Context: an optimization exercise on an open-source flow, tuned for small area, a short achievable clock period and few clock cycles per item. The choices shown serve that exercise and are no tape-out recipe.
Function was checked by simulation only, so behaviour that the tests miss may differ from the original.
Power is estimated from default activity; no workload was simulated.

Design operand_fetch_top, start of the top module:
module operand_fetch_top
(
	input  wire          clk,
	input  wire          reset,
	input  wire          in_valid,
	output logic         in_ready,
	input  wire  [7:0]   in_tag,
	input  wire  [3:0]   in_dest,
	input  wire          in_writes_channel,
	input  wire  [15:0]  in_register_0,
	input  wire  [15:0]  in_register_1,
	input  wire  [5:0]   in_op_a,
	input  wire  [5:0]   in_op_b,
	input  wire  [5:0]   in_op_c,
	output logic         out_valid,
	input  wire          out_ready,
	output logic [7:0]   out_tag,
	output logic [3:0]   out_dest,
	output logic         out_writes_channel,
	output logic [5:0]   out_commit_id,
	output logic [15:0]  out_arg_a,
	output logic [15:0]  out_arg_b,
	output logic [15:0]  out_arg_c,
	input  wire          chan_write_valid,
	input  wire  [3:0]   chan_write_addr,
	input  wire  [15:0]  chan_write_value
);
	localparam int MAX_OUT = 3;    
	logic [15:0] chan [16];    
	logic [3:0]  wq   [3];     
	logic [1:0]  outs;         
	logic [5:0]  commit;       
	logic        occ;          
	logic [15:0] val  [3];
	logic [1:0]  wait_n [3];   
	logic        cwv;
	logic [5:0]  sel [3];
	logic [15:0] in_val [3];
	logic [1:0]  in_wait [3];
	logic [2:0]  res;
	logic        take;
	logic        issue;
	logic        out_fire;
	assign cwv = chan_write_valid;
	assign sel[0] = in_op_a;
	assign sel[1] = in_op_b;
	assign sel[2] = in_op_c;
	always_comb begin
		for (int k = 0; k < 3; k++)
			res[k] = (wait_n[k] == 2'd0) | ((wait_n[k] == 2'd1) & cwv);
	end
	assign out_valid = occ & (&res);
	assign out_fire  = out_valid & out_ready;
	assign out_arg_a = (cwv & (wait_n[0] != 2'd0)) ? chan_write_value : val[0];
	assign out_arg_b = (cwv & (wait_n[1] != 2'd0)) ? chan_write_value : val[1];
	assign out_arg_c = (cwv & (wait_n[2] != 2'd0)) ? chan_write_value : val[2];
	assign in_ready = (~occ | out_fire) & ~(in_writes_channel & (outs == 2'(MAX_OUT)) & ~cwv);
  ...
Size in the first run: roughly 1300 cells after synthesis, ~160 I/O pins, ~20000 um2 of cells after synthesis.
clock: 5.0 ns
lec_check: 0
cap_margin: 20
core_margin: 2
core_utilization: 40
setup_slack_margin: 2.3
slew_margin: 20
run.sh (not shown) runs the stock make flow with config.mk's settings and CLKGATE_MAP_FILE= SYNTH_SCRIPT=/design/flow/synth_recipe.tcl, a recipe that flattens the netlist after the stock synthesis.
The baseline ran to the end with no violations.
Testbench counts at the start, summed over its fixed seeds: cycles 20,173, items 16,000.
Edit:
==> flow/flow/run.sh (new file) <==
#!/bin/bash
# Standard layout with small port buffers and a lighter clock tree.
set -e
cat >> config.mk <<'EOM'
export BUFFER_PORTS_ARGS = -buffer_cell sky130_fd_sc_hd__buf_1
export CTS_ARGS = -sink_clustering_enable -repair_clock_nets -sink_clustering_size 24 -sink_clustering_max_diameter 60 -buf_list sky130_fd_sc_hd__clkbuf_16 -dont_use_dummy_load
EOM
bash standard.sh > standard.log 2>&1
==> flow/standard.sh (new file) <==
#!/bin/bash
# synth_recipe.tcl (not shown) runs the flow's synth.tcl, then flattens the netlist and writes it again
# the make line also repeats each setting of config.mk as NAME=value (left out here)
make -C /OpenROAD-flow-scripts/flow DESIGN_CONFIG=/design/flow/config.mk WORK_HOME=/design/flow/orfs CLKGATE_MAP_FILE= SYNTH_SCRIPT=/design/flow/synth_recipe.tcl "${@:-finish}"
Settings changed: BUFFER_PORTS_ARGS set to -buffer_cell sky130_fd_sc_hd__buf_1, CORE_UTILIZATION 40 to 45, CTS_ARGS set to -sink_clustering_enable -repair_clock_nets -sink_clustering_size 24 -sink_clustering_max_diameter 60 -buf_list sky130_fd_sc_hd__clkbuf_16 -dont_use_dummy_load.
removed: flow/run.sh
=>
- worst setup slack improves by 0.037 ns
- clock power goes down by 29%
- design area came out lower by 5.0%
- synthesized area stays the same

the reference run:
Another version of the RTL of operand_fetch_top (not shown whole).
For scale: roughly 1,400 cells after synthesis, about 350 flip-flops, about 160 I/O pins.
==> flow/config.mk <==
export PLATFORM = sky130hd
export DESIGN_NAME = operand_fetch_top
export DESIGN_NICKNAME = operand_fetch_top
export VERILOG_FILES = /design/flow/design.v
export SDC_FILE = /design/flow/constraint.sdc
export NUM_CORES = 4
export LEC_CHECK = 0
export CAP_MARGIN = 20
export CORE_MARGIN = 2
export CORE_UTILIZATION = 45
export SETUP_SLACK_MARGIN = 2.2
export SLEW_MARGIN = 20
export BUFFER_PORTS_ARGS = -buffer_cell sky130_fd_sc_hd__buf_1
export CTS_ARGS = -sink_clustering_enable -repair_clock_nets -sink_clustering_size 24 -sink_clustering_max_diameter 80 -buf_list sky130_fd_sc_hd__clkbuf_16 -dont_use_dummy_load
==> flow/constraint.sdc <==
create_clock -name core_clock -period 5.0 [get_ports {clk}]
set_input_delay 1.0000 -clock core_clock [delete_from_list [all_inputs] [get_ports {clk}]]
set_output_delay 1.0000 -clock core_clock [all_outputs]
set_load 0.01 [all_outputs]
standard.sh (not shown) runs the stock make flow with config.mk's settings and CLKGATE_MAP_FILE= SYNTH_SCRIPT=/design/flow/synth_recipe.tcl, a recipe that flattens the netlist after the stock synthesis.
==> flow/flow/run.sh <==
#!/bin/bash
# Standard layout with small port buffers and a lighter clock tree.
set -e
cat >> config.mk <<'EOM'
export BUFFER_PORTS_ARGS = -buffer_cell sky130_fd_sc_hd__buf_1
export CTS_ARGS = -sink_clustering_enable -repair_clock_nets -sink_clustering_size 24 -sink_clustering_max_diameter 80 -buf_list sky130_fd_sc_hd__clkbuf_16 -dont_use_dummy_load
EOM
bash standard.sh > standard.log 2>&1
The reference run has completed all stages; timing, DRC and antenna checks passed.
Testbench counts of the reference run, summed over its fixed seeds: cycles 20,239, items 16,000.
The following lists how the trial run was set up differently from the reference run:
- swapping 2.2 for 2.4 in SETUP_SLACK_MARGIN
==> run summary <==
The trial run vs the reference run: leakage power summed over all cells up in the trial run. In the trial run, the number of antenna cells inserted came out 1 above the value in the reference run. Between the trial run and the reference run, the synthesized cell count figures differ only marginally. The first-pass GRT wire length of the trial run exceeds that of the reference run by 1.4%.

operand_fetch_top, a different RTL version from the one above (not shown whole).
Size in the first run: roughly 1300 cells after synthesis, about 350 flip-flops, roughly 160 I/O pins, ~20000 um^2 of cells after synthesis.
==> flow/config.mk <==
export PLATFORM = sky130hd
export DESIGN_NAME = operand_fetch_top
export DESIGN_NICKNAME = operand_fetch_top
export VERILOG_FILES = /design/flow/design.v
export SDC_FILE = /design/flow/constraint.sdc
export NUM_CORES = 4
export LEC_CHECK = 0
export CAP_MARGIN = 20
export CORE_MARGIN = 2
export CORE_UTILIZATION = 55
export SETUP_SLACK_MARGIN = 2.3
export SLEW_MARGIN = 20
export BUFFER_PORTS_ARGS = -buffer_cell sky130_fd_sc_hd__buf_1
export CTS_ARGS = -sink_clustering_enable -repair_clock_nets -sink_clustering_size 24 -sink_clustering_max_diameter 80 -buf_list sky130_fd_sc_hd__clkbuf_16 -dont_use_dummy_load
==> flow/constraint.sdc <==
create_clock -name core_clock -period 5.0 [get_ports {clk}]
set_input_delay 1.0000 -clock core_clock [delete_from_list [all_inputs] [get_ports {clk}]]
set_output_delay 1.0000 -clock core_clock [all_outputs]
set_load 0.01 [all_outputs]
Scripts as last shown in full above: flow/flow/run.sh
Testbench counts at the start, summed over its fixed seeds: cycles 20,173, items 16,000.
Rerun with:
- CORE_UTILIZATION: 55 -> 45
- SETUP_SLACK_MARGIN: 2.3 -> 2.5
=>
- sequential share of layout area decreases by 2.0 points
- core utilization decreases by 9.4 points
- synthesized area stays the same
- via count climbs by 2.3%
- worst hold slack gets better by 0.0040 ns
- clock-buffer cell count is lower by 3
- setup slack improved by 0.069 ns
- register-to-register slack improved by 0.06 ns
Rerun with:
- CORE_UTILIZATION: 45 -> 55
- SETUP_SLACK_MARGIN: 2.5 -> 2.4
Effect: Final area fell by 2.9%. Synthesized area stays the same. Utilization rose by 10 points. Worst setup slack loses 0.011 ns. Die area fell by 18%. Clock skew fell by 0.015 ns. Power rose by 0.66%. Clock-buffer cell count rose by 2. Flip-flop and latch count is unchanged.
Rerun with:
- PLACE_DENSITY: default -> 0.72
- SETUP_SLACK_MARGIN: 2.4 -> 2.3
Result: Worst setup slack gets worse by 0.20 ns. Worst hold slack gets worse by 0.013 ns. Via count rose by 0.84%. Cell area fell by 1.6%. Clock-buffer cell count fell by 3.

run A:
operand_fetch_top, a different RTL version from the one above (not shown whole).
Size in the first run: roughly 1400 cells after synthesis, about 360 flip-flops, ~160 I/O pins.
// operand_fetch_top
module operand_fetch_top
(
	input  wire          clk,
	input  wire          reset,
	input  wire          in_valid,
	output logic         in_ready,
	input  wire  [7:0]   in_tag,
	input  wire  [3:0]   in_dest,
	input  wire          in_writes_channel,
	input  wire  [15:0]  in_register_0,
	input  wire  [15:0]  in_register_1,
	input  wire  [5:0]   in_op_a,
	input  wire  [5:0]   in_op_b,
	input  wire  [5:0]   in_op_c,
	output logic         out_valid,
	input  wire          out_ready,
	output logic [7:0]   out_tag,
	output logic [3:0]   out_dest,
	output logic         out_writes_channel,
	output logic [5:0]   out_commit_id,
	output logic [15:0]  out_arg_a,
	output logic [15:0]  out_arg_b,
	output logic [15:0]  out_arg_c,
	input  wire          chan_write_valid,
	input  wire  [3:0]   chan_write_addr,
	input  wire  [15:0]  chan_write_value
);
clock: 5.0 ns
lec_check: 0
cap_margin: 20
core_margin: 2
core_utilization: 45
setup_slack_margin: 2.5
slew_margin: 20
run.sh (not shown) runs the stock make flow with config.mk's settings and CLKGATE_MAP_FILE= SYNTH_SCRIPT=/design/flow/synth_recipe.tcl, a recipe that flattens the netlist after the stock synthesis.
Stock flow here: none of the scripts above is used.
Every stage of the flow completed for run A, and the final layout passed the timing, design-rule and antenna checks.
Testbench counts of run A, summed over its fixed seeds: cycles 20,173, items 16,000.
Input-level comparison between run B and run A:
Settings: BUFFER_PORTS_ARGS: unset -> -buffer_cell sky130_fd_sc_hd__buf_1; CTS_ARGS: unset -> -sink_clustering_enable -repair_clock_nets -sink_clustering_size 24 -sink_clustering_max_diameter 60 -buf_list sky130_fd_sc_hd__clkbuf_16 -dont_use_dummy_load.
==> flow/flow/run.sh (new file) <==
#!/bin/bash
# Standard layout with small port buffers and a lighter clock tree.
set -e
cat >> config.mk <<'EOM'
export BUFFER_PORTS_ARGS = -buffer_cell sky130_fd_sc_hd__buf_1
export CTS_ARGS = -sink_clustering_enable -repair_clock_nets -sink_clustering_size 24 -sink_clustering_max_diameter 60 -buf_list sky130_fd_sc_hd__clkbuf_16 -dont_use_dummy_load
EOM
bash standard.sh > standard.log 2>&1
==> flow/standard.sh (new file) <==
#!/bin/bash
# synth_recipe.tcl (not shown) runs the flow's synth.tcl, then flattens the netlist and writes it again
# the make line also repeats each setting of config.mk as NAME=value (left out here)
make -C /OpenROAD-flow-scripts/flow DESIGN_CONFIG=/design/flow/config.mk WORK_HOME=/design/flow/orfs CLKGATE_MAP_FILE= SYNTH_SCRIPT=/design/flow/synth_recipe.tcl "${@:-finish}"
removed: flow/run.sh
==> comparison <==
- The higher top fanout value on the critical path came out of run B.
- Looking only at number of standard cells in the final layout excluding fillers, and setting everything else aside, the higher value of run A and run B goes to run A.
- In run B, first-pass GRT wire length is higher than in run A.
- Max initial antenna violation count across run A and run B: run A
- Per the comparison of run B with run A, layout sequential cell count flat; setup slack down 0.0084 ns; routed wire length up 610 um; area of the multi-input gates down 1.7%; area growth from synthesis to layout down 9.3 points.
- NOTE: share of the cycle needed by the critical path after routing in run B exceeds that of run A
- Run B: no failed stages, no open violations at the end
- Run A has lower instance count after placement with tap cells included than run B.

operand_fetch_top with an RTL version that a note above also has.
Size in the first run: roughly 160 I/O pins, about 20,000 µm² of cells after synthesis.
// operand_fetch_top
module operand_fetch_top
(
	input  wire          clk,
	input  wire          reset,
	input  wire          in_valid,
	output logic         in_ready,
	input  wire  [7:0]   in_tag,
	input  wire  [3:0]   in_dest,
	input  wire          in_writes_channel,
	input  wire  [15:0]  in_register_0,
	input  wire  [15:0]  in_register_1,
	input  wire  [5:0]   in_op_a,
	input  wire  [5:0]   in_op_b,
	input  wire  [5:0]   in_op_c,
	output logic         out_valid,
	input  wire          out_ready,
	output logic [7:0]   out_tag,
	output logic [3:0]   out_dest,
	output logic         out_writes_channel,
	output logic [5:0]   out_commit_id,
	output logic [15:0]  out_arg_a,
	output logic [15:0]  out_arg_b,
	output logic [15:0]  out_arg_c,
	input  wire          chan_write_valid,
	input  wire  [3:0]   chan_write_addr,
	input  wire  [15:0]  chan_write_value
);
	logic [15:0] chan [16];    
	logic [3:0]  wq   [3];     
	logic [2:0]  outs;         
	logic        occ;          
	logic [15:0] val  [3];
	logic [2:0]  wait_t [3];   
	logic        cwv;
	logic [5:0]  sel [3];
	logic [15:0] rd_t [3];
	logic [15:0] in_val [3];
	logic [2:0]  in_wait [3];
	logic [2:0]  in_fwd;
	logic        free;
	logic        take;
	logic        issue;
	logic        out_fire;
	logic [2:0]  outs_dn;      
	assign cwv = chan_write_valid;
	assign sel[0] = in_op_a;
	assign sel[1] = in_op_b;
	assign sel[2] = in_op_c;
	logic ready_now;
	logic ready_wb;
	logic ready_now_d;
	logic ready_wb_d;
	logic free_now;
	logic free_wb;
	logic in_ready_now;
	assign out_valid = ready_now | (cwv & ready_wb);
	assign out_fire  = out_valid & out_ready;
	assign out_arg_a = wait_t[0][0] ? chan_write_value : val[0];
	assign out_arg_b = wait_t[1][0] ? chan_write_value : val[1];
	assign out_arg_c = wait_t[2][0] ? chan_write_value : val[2];
	assign free_now     = ~occ | (out_ready & ready_now);
	assign free_wb      = ~occ | (out_ready & ready_wb);
  ...
==> flow/config.mk <==
export PLATFORM = sky130hd
export DESIGN_NAME = operand_fetch_top
export DESIGN_NICKNAME = operand_fetch_top
export VERILOG_FILES = /design/flow/design.v
export SDC_FILE = /design/flow/constraint.sdc
export NUM_CORES = 4
export LEC_CHECK = 0
export CAP_MARGIN = 20
export CORE_MARGIN = 2
export CORE_UTILIZATION = 50
export SETUP_SLACK_MARGIN = 2.4
export SLEW_MARGIN = 20
export BUFFER_PORTS_ARGS = -buffer_cell sky130_fd_sc_hd__buf_1
export CTS_ARGS = -sink_clustering_enable -repair_clock_nets -sink_clustering_size 24 -sink_clustering_max_diameter 80 -buf_list sky130_fd_sc_hd__clkbuf_16 -dont_use_dummy_load
==> flow/constraint.sdc <==
create_clock -name core_clock -period 5.0 [get_ports {clk}]
set_input_delay 1.0000 -clock core_clock [delete_from_list [all_inputs] [get_ports {clk}]]
set_output_delay 1.0000 -clock core_clock [all_outputs]
set_load 0.01 [all_outputs]
standard.sh (not shown) runs the stock make flow with config.mk's settings and CLKGATE_MAP_FILE= SYNTH_SCRIPT=/design/flow/synth_recipe.tcl, a recipe that flattens the netlist after the stock synthesis.
==> flow/flow/run.sh <==
#!/bin/bash
# Standard layout with small port buffers and a lighter clock tree.
set -e
cat >> config.mk <<'EOM'
export BUFFER_PORTS_ARGS = -buffer_cell sky130_fd_sc_hd__buf_1
export CTS_ARGS = -sink_clustering_enable -repair_clock_nets -sink_clustering_size 24 -sink_clustering_max_diameter 80 -buf_list sky130_fd_sc_hd__clkbuf_16 -dont_use_dummy_load
EOM
bash standard.sh > standard.log 2>&1
The baseline completed with no timing, DRC or antenna violations.
Testbench counts at the start, summed over its fixed seeds: cycles 20,173, items 16,000.
Edit:
==> flow/flow/run.sh (replaced) <==
#!/bin/bash
# Standard layout with small port buffers and a lighter clock tree.
set -e
cat >> config.mk <<'EOM'
export BUFFER_PORTS_ARGS = -buffer_cell sky130_fd_sc_hd__buf_1
export CTS_ARGS = -sink_clustering_enable -repair_clock_nets -sink_clustering_size 26 -sink_clustering_max_diameter 100 -buf_list sky130_fd_sc_hd__clkbuf_16 -dont_use_dummy_load
EOM
bash standard.sh > standard.log 2>&1
Settings changed: CTS_ARGS -sink_clustering_enable -repair_clock_nets -sink_clustering_size 24 -sink_clustering_max_diameter 80 -buf_list sky130_fd_sc_hd__clkbuf_16 -dont_use_dummy_load to -sink_clustering_enable -repair_clock_nets -sink_clustering_size 26 -sink_clustering_max_diameter 100 -buf_list sky130_fd_sc_hd__clkbuf_16 -dont_use_dummy_load, SETUP_SLACK_MARGIN 2.4 to 2.3.
After rerunning:
- hold slack loses 0.012 ns
- utilization fell by 1.5 points
- routed wire length went down by a few percent
- cell area came out lower by a few percent
- maximum frequency drops by a few percent
Edit:
==> flow/flow/run.sh (replaced) <==
#!/bin/bash
# Standard layout with small port buffers and a lighter clock tree.
set -e
cat >> config.mk <<'EOM'
export BUFFER_PORTS_ARGS = -buffer_cell sky130_fd_sc_hd__buf_1
export CTS_ARGS = -sink_clustering_enable -repair_clock_nets -sink_clustering_size 24 -sink_clustering_max_diameter 80 -buf_list sky130_fd_sc_hd__clkbuf_16 -dont_use_dummy_load
EOM
bash standard.sh > standard.log 2>&1
Settings changed: CORE_UTILIZATION 50 to 65, CTS_ARGS -sink_clustering_enable -repair_clock_nets -sink_clustering_size 26 -sink_clustering_max_diameter 100 -buf_list sky130_fd_sc_hd__clkbuf_16 -dont_use_dummy_load to -sink_clustering_enable -repair_clock_nets -sink_clustering_size 24 -sink_clustering_max_diameter 80 -buf_list sky130_fd_sc_hd__clkbuf_16 -dont_use_dummy_load, SETUP_SLACK_MARGIN 2.3 to 2.5.
What happened: The changed run completed without violations; hold slack is worse by 0.0045 ns; die area goes down by 23%; final cell count goes down by 4.5%; core utilization goes up by 20 points; fmax barely changes; synthesized area stays the same; design area goes up by 4.4%; routed wire length goes up by 1.9%.

==> what the ideal ports hide <==
How much do the figures lean on ideal ports? The routed layouts below were timed once more, with nothing changed but the port constraints.
Step 1 (the two cells are an assumption about what drives the block):
set clk [get_ports {clk}]
set_driving_cell -lib_cell sky130_fd_sc_hd__clkbuf_16 $clk
set_driving_cell -lib_cell sky130_fd_sc_hd__buf_2 [delete_from_list [all_inputs] $clk]
Step 2 also shifts input and output timing later by t, the mid clock arrival at the registers, as if the neighbouring blocks saw the same clock.
a / b / c = ideal / step 1 / step 2; a / b = the first two.
| run | t, ns | setup WS [ns] | cell pins on the clock port's net |
|---|---|---|---|
| the first run of note 1 | 0.615 | 2.020 / 1.963 / 1.645 | 1 |
| the second run of note 1 | 0.618 | 2.056 / 1.995 / 1.730 | 1 |
| the reference run | 0.587 | 2.055 / 2.014 / 1.636 | 1 |
| the trial run | 0.597 | 2.035 / 1.985 / 1.704 | 1 |
| the first run of note 3 | 0.602 | 2.312 / 2.296 / 1.746 | 1 |
| the second run of note 3 | 0.591 | 2.381 / 2.317 / 1.726 | 1 |
| the third run of note 3 | 0.597 | 2.371 / 2.316 / 1.825 | 1 |
| the fourth run of note 3 | 0.571 | 2.173 / 2.193 / 1.622 | 1 |
| run A | 0.627 | 2.237 / 2.194 / 1.741 | 1 |
| run B | 0.647 | 2.228 / 2.176 / 1.718 | 1 |
| the first run of note 5 | 0.609 | 2.373 / 2.312 / 1.794 | 1 |
| the second run of note 5 | 0.585 | 2.194 / 2.165 / 1.767 | 1 |
| the third run of note 5 | 0.569 | 2.199 / 2.230 / 1.661 | 1 |
After both steps setup and hold are still met in every run listed. For the second run of note 3, which loses most, drivers alone change the setup slack by -0.064 ns; drivers and shift together by -0.655 ns.
